Context: an optimization exercise on an open-source flow, tuned for small area and few clock cycles per item. The choices shown serve that exercise and are no tape-out recipe. Function was checked by simulation only, so behaviour that the tests miss may differ from the original.

Setup of job 3660:
Design fp_mult_pipe, start of the top module:
module fp_mult_pipe #(
  parameter int unsigned EXP_W = 8,
  parameter int unsigned MAN_W = 23,
  parameter int unsigned TAG_W = 4
) (
  input  logic                   clk,
  input  logic                   rstn,
  input  logic                   in_valid,
  output logic                   in_ready,
  input  logic [EXP_W+MAN_W:0]   a,
  input  logic [EXP_W+MAN_W:0]   b,
  input  logic [TAG_W-1:0]       in_tag,
  output logic                   out_valid,
  input  logic                   out_ready,
  output logic [EXP_W+MAN_W:0]   result,
  output logic [TAG_W-1:0]       out_tag,
  output logic [3:0]             flags
);
  logic adv;
  assign adv      = ~out_valid | out_ready;
  assign in_ready = adv;
  logic [7:0]  ea, eb;
  logic [22:0] fa, fb;
  logic nan_a, nan_b, snan_a, snan_b, inf_a, inf_b, zero_a, zero_b;
  logic nan, ixz, inf, zero;
  assign ea = a[30:23];
  assign eb = b[30:23];
  assign fa = a[22:0];
  assign fb = b[22:0];
  assign nan_a  = (&ea) & (|fa);
  assign nan_b  = (&eb) & (|fb);
  assign snan_a = nan_a & ~fa[22];
  assign snan_b = nan_b & ~fb[22];
  assign inf_a  = (&ea) & ~(|fa);
  ...
==> flow/config.mk <==
export PLATFORM = sky130hd
export DESIGN_NAME = fp_mult_pipe
export DESIGN_NICKNAME = fp_mult_pipe
export VERILOG_FILES = /design/flow/design.v
export SDC_FILE = /design/flow/constraint.sdc
export NUM_CORES = 4
export LEC_CHECK = 0
export ABC_AREA = 1
export CAP_MARGIN = 20
export CORE_MARGIN = 2
export CORE_UTILIZATION = 40
export CTS_BUF_LIST = sky130_fd_sc_hd__clkbuf_8
export GPL_TIMING_DRIVEN = 0
export PLACE_DENSITY = 0.8
export SETUP_SLACK_MARGIN = 0.02
export SLEW_MARGIN = 20
export SYNTH_HIERARCHICAL = 1
export SYNTH_MINIMUM_KEEP_SIZE = 0
==> flow/constraint.sdc <==
create_clock -name core_clock -period 7.0 [get_ports {clk}]
set_input_delay 1.4000 -clock core_clock [delete_from_list [all_inputs] [get_ports {clk}]]
set_output_delay 1.4000 -clock core_clock [all_outputs]
set_load 0.01 [all_outputs]
standard.sh (not shown) runs the stock make flow with config.mk's settings and CLKGATE_MAP_FILE= SYNTH_SCRIPT=/design/flow/synth_recipe.tcl, a recipe that flattens the netlist after the stock synthesis.
==> flow/flow/run.sh <==
#!/bin/bash
# Standard ORFS layout, with plain buffers on the ports instead of the delay cell buffer_ports
# picks, and with the synthesis buffers removed at floorplan so repair_design rebuffers.
set -euo pipefail
bash standard.sh BUFFER_PORTS_ARGS="-buffer_cell sky130_fd_sc_hd__buf_2" REMOVE_ABC_BUFFERS=1  finish > make.log 2>&1
Testbench counts of job 3660, summed over its fixed seeds: cycles 16,008, items 16,000.
The inputs of job 4463 differ from those of job 3660 as listed below.
- clearing PLACE_DENSITY, which used to be 0.8
Findings:
- Job 4463 falls short of job 3660 in final wirelength.
- The via count of the first global-routing pass in job 4463 sits 503 below the value recorded for job 3660.
- From job 3660 to job 4463, sequential cell count did not move at all.
- Between job 3660 and job 4463, the flow reports met2 wirelength from detailed routing increasing by a few percent.
- Looking at arrival time of data at the critical path endpoint across job 4463 and job 3660, the one that comes out higher is job 4463.
Changes in job 1074 relative to job 4463:
==> flow/flow/run.sh <==
#!/bin/bash
# Standard ORFS layout, with plain buffers on the ports instead of the delay cell buffer_ports
# picks, and with the synthesis buffers removed at floorplan so repair_design rebuffers.
set -euo pipefail
bash standard.sh BUFFER_PORTS_ARGS="-buffer_cell sky130_fd_sc_hd__buf_1" REMOVE_ABC_BUFFERS=1  finish > make.log 2>&1
==> comparison <==
Job 1074: done, clean on timing, DRC and antenna. Tap cell count came out exactly the same in job 1074 and job 4463. Between job 4463 and job 1074, area of all placed cells without fillers increased. A highest layer used for signal routing of met4 is what job 4463 shows, while met5 belongs to job 1074. Summary of job 1074 over job 4463: via count held steady. Between job 1074 and job 4463, the difference in global-route wire length before repair is negligible. Higher met1 demand-to-capacity share in global routing goes to job 1074 over job 4463.
Setup changes, job 1074 to job 4078
- swapping 0.02 for -0.03 in SETUP_SLACK_MARGIN
==> flow/flow/run.sh <==
#!/bin/bash
# Standard ORFS layout, with plain buffers on the ports instead of the delay cell buffer_ports
# picks, and with the synthesis buffers removed at floorplan so repair_design rebuffers.
set -euo pipefail
bash standard.sh BUFFER_PORTS_ARGS="-buffer_cell sky130_fd_sc_hd__buf_2" REMOVE_ABC_BUFFERS=1  finish > make.log 2>&1
Results
Comparing job 1074 against job 4078, there is no change at all in number of antenna violations at the first check in global routing. Taking job 1074 as the reference, in job 4078 data arrival time of the critical path rose by 100 ps, final instance count without filler cells fell by about 0.6%. Of job 4078 and job 1074, the lower share of the clock period used by the worst path belongs to job 1074. Sort job 4078 and job 1074 by post-placement cell count desc -> top: job 1074.

fp_mult_pipe, a different RTL version from the one above (not shown whole).
Size in the first run: about 1800 cells after synthesis, ~46 flip-flops, roughly 110 I/O pins.
clock: 7.0 ns
lec_check: 0
abc_area: 1
cap_margin: 20
core_margin: 2
core_utilization: 40
cts_buf_list: sky130_fd_sc_hd__clkbuf_8
gpl_timing_driven: 0
place_density: 0.7
setup_slack_margin: 0.02
slew_margin: 20
synth_hierarchical: 1
synth_minimum_keep_size: 0
==> flow/flow/run.sh <==
#!/bin/bash
# Standard ORFS layout, with plain buffers on the ports instead of the delay cell buffer_ports
# picks, and with the synthesis buffers removed at floorplan so repair_design rebuffers.
set -euo pipefail
bash standard.sh BUFFER_PORTS_ARGS="-buffer_cell sky130_fd_sc_hd__buf_2" REMOVE_ABC_BUFFERS=1  finish > make.log 2>&1
The first run produced a clean layout.
Testbench counts at the start, summed over its fixed seeds: cycles 16,008, items 16,000.
Next try:
Settings changed: CTS_BUF_LIST sky130_fd_sc_hd__clkbuf_8 to not set, PLACE_DENSITY 0.7 to not set.
Effect: Routed wire length is higher by 2.3%. Synthesized cell count does not change. Register-to-register slack improves by 0.04 ns. Clock-buffer cell count is higher by 1. Non-clock buffer count is higher by 8. Setup slack degrades by 0.047 ns.
Next try:
Settings changed: CTS_BUF_LIST set to sky130_fd_sc_hd__clkbuf_8.
=> The changed run finished clean. Clock-buffer cell count came out lower by 1. Setup slack gets better by 0.025 ns. Via count came out higher by 0.39%. Wire length came out higher by 0.57%. Final area is about the same. Flip-flop and latch count does not change. Sequential share of layout area hardly moves. Non-clock buffer count came out higher by 2. Synthesized cell count is unchanged.

fp_mult_pipe, a different RTL version from the one above (not shown whole).
For scale: ~1800 cells after synthesis, ~110 I/O pins, roughly 16000 µm² of cells after synthesis.
Settings: LEC_CHECK=0, ABC_AREA=1, CAP_MARGIN=20, CORE_MARGIN=2, CORE_UTILIZATION=40, CTS_BUF_LIST=sky130_fd_sc_hd__clkbuf_8, GPL_TIMING_DRIVEN=0, SETUP_SLACK_MARGIN=0.02, SLEW_MARGIN=20, SYNTH_HIERARCHICAL=1, SYNTH_MINIMUM_KEEP_SIZE=0; clock period 7.0 ns.
==> flow/flow/run.sh <==
#!/bin/bash
# Standard ORFS layout, with plain buffers on the ports instead of the delay cell buffer_ports
# picks, and with the synthesis buffers removed at floorplan so repair_design rebuffers.
set -euo pipefail
bash standard.sh BUFFER_PORTS_ARGS="-buffer_cell sky130_fd_sc_hd__buf_2" REMOVE_ABC_BUFFERS=1 CTS_ARGS="-sink_clustering_enable -repair_clock_nets -buf_list sky130_fd_sc_hd__clkbuf_8 -dont_use_dummy_load" finish > make.log 2>&1
Testbench counts at the start, summed over its fixed seeds: cycles 16,008, items 16,000.
Next try:
==> flow/flow/run.sh (replaced) <==
#!/bin/bash
# Standard ORFS layout (the standard.sh) with three changes:
# - plain buf_2 buffers on the ports instead of the delay cell buffer_ports picks by itself;
# - the synthesis buffers are removed at floorplan, so repair_design rebuffers from scratch;
# - CTS with clkbuf_8 and without dummy loads.
# Each ORFS step writes its full log under orfs/logs/; make's own output goes to make.log.
set -euo pipefail
bash standard.sh BUFFER_PORTS_ARGS="-buffer_cell sky130_fd_sc_hd__buf_2" REMOVE_ABC_BUFFERS=1 \
  CTS_ARGS="-sink_clustering_enable -repair_clock_nets -buf_list sky130_fd_sc_hd__clkbuf_8 -dont_use_dummy_load" \
  finish > make.log 2>&1
Settings changed: SETUP_SLACK_MARGIN 0.02 to -0.1.
After rerunning: Setup slack loses 93 ps. Final area drops by 0.93%. Global-route usage drops by 0.10 points. Area after synthesis is unchanged. Clock skew stays flat. Sequential share of layout area barely changes. Register-to-register slack is about the same. Non-clock buffer count drops by 6.
Next try:
Settings changed: SETUP_SLACK_MARGIN -0.1 to -0.05.
Area after synthesis does not change.
Routed wire length barely changes.
Global-route usage stays the same.
Die area does not change.
Sequential share of layout area hardly moves.
Fmax rises by 0.90%.
First-iteration DRC count falls by 2.9%.
Clock skew stays flat.
Final cell count stays flat.
Count of clock-buffer cells in the layout is unchanged.

fp_mult_pipe again, from the RTL that the note above started with.
==> flow/config.mk <==
export PLATFORM = sky130hd
export DESIGN_NAME = fp_mult_pipe
export DESIGN_NICKNAME = fp_mult_pipe
export VERILOG_FILES = /design/flow/design.v
export SDC_FILE = /design/flow/constraint.sdc
export NUM_CORES = 4
export LEC_CHECK = 0
export ABC_AREA = 1
export CAP_MARGIN = 20
export CORE_MARGIN = 2
export CORE_UTILIZATION = 40
export CTS_BUF_LIST = sky130_fd_sc_hd__clkbuf_8
export GPL_TIMING_DRIVEN = 0
export SETUP_SLACK_MARGIN = 0.02
export SLEW_MARGIN = 20
export SYNTH_HIERARCHICAL = 1
export SYNTH_MINIMUM_KEEP_SIZE = 0
==> flow/constraint.sdc <==
create_clock -name core_clock -period 7.0 [get_ports {clk}]
set_input_delay 1.4000 -clock core_clock [delete_from_list [all_inputs] [get_ports {clk}]]
set_output_delay 1.4000 -clock core_clock [all_outputs]
set_load 0.01 [all_outputs]
==> flow/flow/run.sh <==
#!/bin/bash
# Standard ORFS layout, with plain buffers on the ports instead of the delay cell buffer_ports
# picks, and with the synthesis buffers removed at floorplan so repair_design rebuffers.
set -euo pipefail
bash standard.sh BUFFER_PORTS_ARGS="-buffer_cell sky130_fd_sc_hd__buf_2" REMOVE_ABC_BUFFERS=1 CTS_ARGS="-sink_clustering_enable -repair_clock_nets -buf_list sky130_fd_sc_hd__clkbuf_8 -dont_use_dummy_load -sink_clustering_size 50 -sink_clustering_max_diameter 400" finish > make.log 2>&1
Testbench counts at the start, summed over its fixed seeds: cycles 16,008, items 16,000.
Then changed:
==> flow/flow/run.sh (replaced) <==
#!/bin/bash
# Standard ORFS layout, with plain buffers on the ports instead of the delay cell buffer_ports
# picks, and with the synthesis buffers removed at floorplan so repair_design rebuffers.
set -euo pipefail
bash standard.sh BUFFER_PORTS_ARGS="-buffer_cell sky130_fd_sc_hd__buf_2" REMOVE_ABC_BUFFERS=1  finish > make.log 2>&1
Settings changed: CORE_UTILIZATION 40 to 50.
=> Global-route usage grows by 5.3 points; core utilization goes up by 11 points; die area went down by 20%; final cell count came out lower by 5.0%; register-to-register slack improves by 0.02 ns; design area is about the same; routed wire length goes down by 2.6%; clock skew shrinks by 0.012 ns; worst setup slack degrades by 0.060 ns.
Then changed:
Settings changed: CORE_UTILIZATION 50 to 40.
After rerunning: Clock skew went up by 0.0076 ns. Die area goes up by a quarter to a third. Maximum frequency grows slightly. Design area grows slightly. Clock-buffer cell count increases by 1. Synthesized area is unchanged. Worst setup slack improves by 0.036 ns.
Then changed:
==> flow/flow/run.sh (replaced) <==
#!/bin/bash
# Standard ORFS layout (the standard.sh) with three changes:
# - plain buf_2 buffers on the ports instead of the delay cell buffer_ports picks by itself;
# - the synthesis buffers are removed at floorplan, so repair_design rebuffers from scratch;
# - CTS with clkbuf_8 and without dummy loads.
# Each ORFS step writes its full log under orfs/logs/; make's own output goes to make.log.
set -euo pipefail
bash standard.sh BUFFER_PORTS_ARGS="-buffer_cell sky130_fd_sc_hd__buf_2" REMOVE_ABC_BUFFERS=1 \
  CTS_ARGS="-sink_clustering_enable -repair_clock_nets -buf_list sky130_fd_sc_hd__clkbuf_8 -dont_use_dummy_load" \
  finish > make.log 2>&1
=>
- first-iteration DRC count grows by 6.7%
- worst setup slack gains 0.024 ns
- non-clock buffer count stays the same
Then changed:
==> flow/flow/run.sh (replaced) <==
#!/bin/bash
# Standard ORFS layout, with plain buffers on the ports instead of the delay cell buffer_ports
# picks, and with the synthesis buffers removed at floorplan so repair_design rebuffers.
set -euo pipefail
bash standard.sh REMOVE_ABC_BUFFERS=1 CTS_ARGS="-sink_clustering_enable -repair_clock_nets -buf_list sky130_fd_sc_hd__clkbuf_8 -dont_use_dummy_load" DONT_BUFFER_PORTS=1 PRE_GLOBAL_PLACE_TCL=$PWD/flow/ports.tcl finish > make.log 2>&1
==> flow/flow/ports.tcl (new file) <==
# Buffer every port, as the standard flow does: inputs with buf_2, outputs with buf_1
# (the outputs drive only the fixed output load).
buffer_ports -inputs -buffer_cell sky130_fd_sc_hd__buf_2
buffer_ports -outputs -buffer_cell sky130_fd_sc_hd__buf_1
=>
- routed wire length stays flat
- synthesized area stays the same
- global-route usage barely changes
- die area stays the same
- fmax hardly moves
- clock skew barely changes
- worst hold slack gets better by 0.012 ns

[re-timing with driven ports]
The results above use ideal ports. As a check the final layouts listed here were re-extracted and re-timed, cells and wires unchanged. Step 1 (the two cells are an assumption about what drives the block):
set clk [get_ports {clk}]
set_driving_cell -lib_cell sky130_fd_sc_hd__clkbuf_16 $clk
set_driving_cell -lib_cell sky130_fd_sc_hd__buf_2 [delete_from_list [all_inputs] $clk]
Step 2 moves the port delays by t, midway between the first and last clock arrival at a register: inputs arrive t later, outputs are due t later. That takes back most of the time a late clock gives input paths. Slacks: no drivers / after step 1 / after step 2; pairs: no drivers / after step 1.
run	shift t [ns]	setup slack, ns	latest minus earliest clock arrival (ns)	worst data-port slew with drivers (ns)	cell pins on the clock port's net
job 3660	0.346	0.252 / 0.247 / -0.099	0.015 / 0.016	0.08	1
job 4463	0.348	0.204 / 0.207 / -0.141	0.012 / 0.011	0.06	1
job 1074	0.346	0.204 / 0.222 / -0.123	0.008 / 0.007	0.07	1
job 4078	0.348	0.189 / 0.188 / -0.159	0.013 / 0.013	0.07	1
the first run of note 2	0.345	0.235 / 0.224 / -0.121	0.006 / 0.007	0.07	1
the second run of note 2	0.332	0.187 / 0.179 / -0.153	0.004 / 0.004	0.07	1
the third run of note 2	0.344	0.213 / 0.199 / -0.145	0.010 / 0.010	0.07	1
the first run of note 3	0.333	0.212 / 0.175 / -0.158	0.016 / 0.015	0.08	1
the second run of note 3	0.336	0.120 / 0.090 / -0.246	0.018 / 0.018	0.08	1
the third run of note 3	0.336	0.181 / 0.156 / -0.180	0.016 / 0.016	0.08	1
the first run of note 4	0.333	0.212 / 0.175 / -0.158	0.016 / 0.015	0.08	1
the second run of note 4	0.334	0.153 / 0.161 / -0.172	0.005 / 0.005	0.07	1
the third run of note 4	0.339	0.189 / 0.140 / -0.199	0.020 / 0.020	0.09	1
the fourth run of note 4	0.333	0.212 / 0.175 / -0.158	0.016 / 0.015	0.08	1
the fifth run of note 4	0.330	0.216 / 0.215 / -0.115	0.016 / 0.016	0.10	1
With both steps, setup timing fails in every run listed, where it was met with ideal ports. The setup slack of the third run of note 4, which loses most, moves by -0.049 ns with the drivers and by -0.388 ns with both steps.
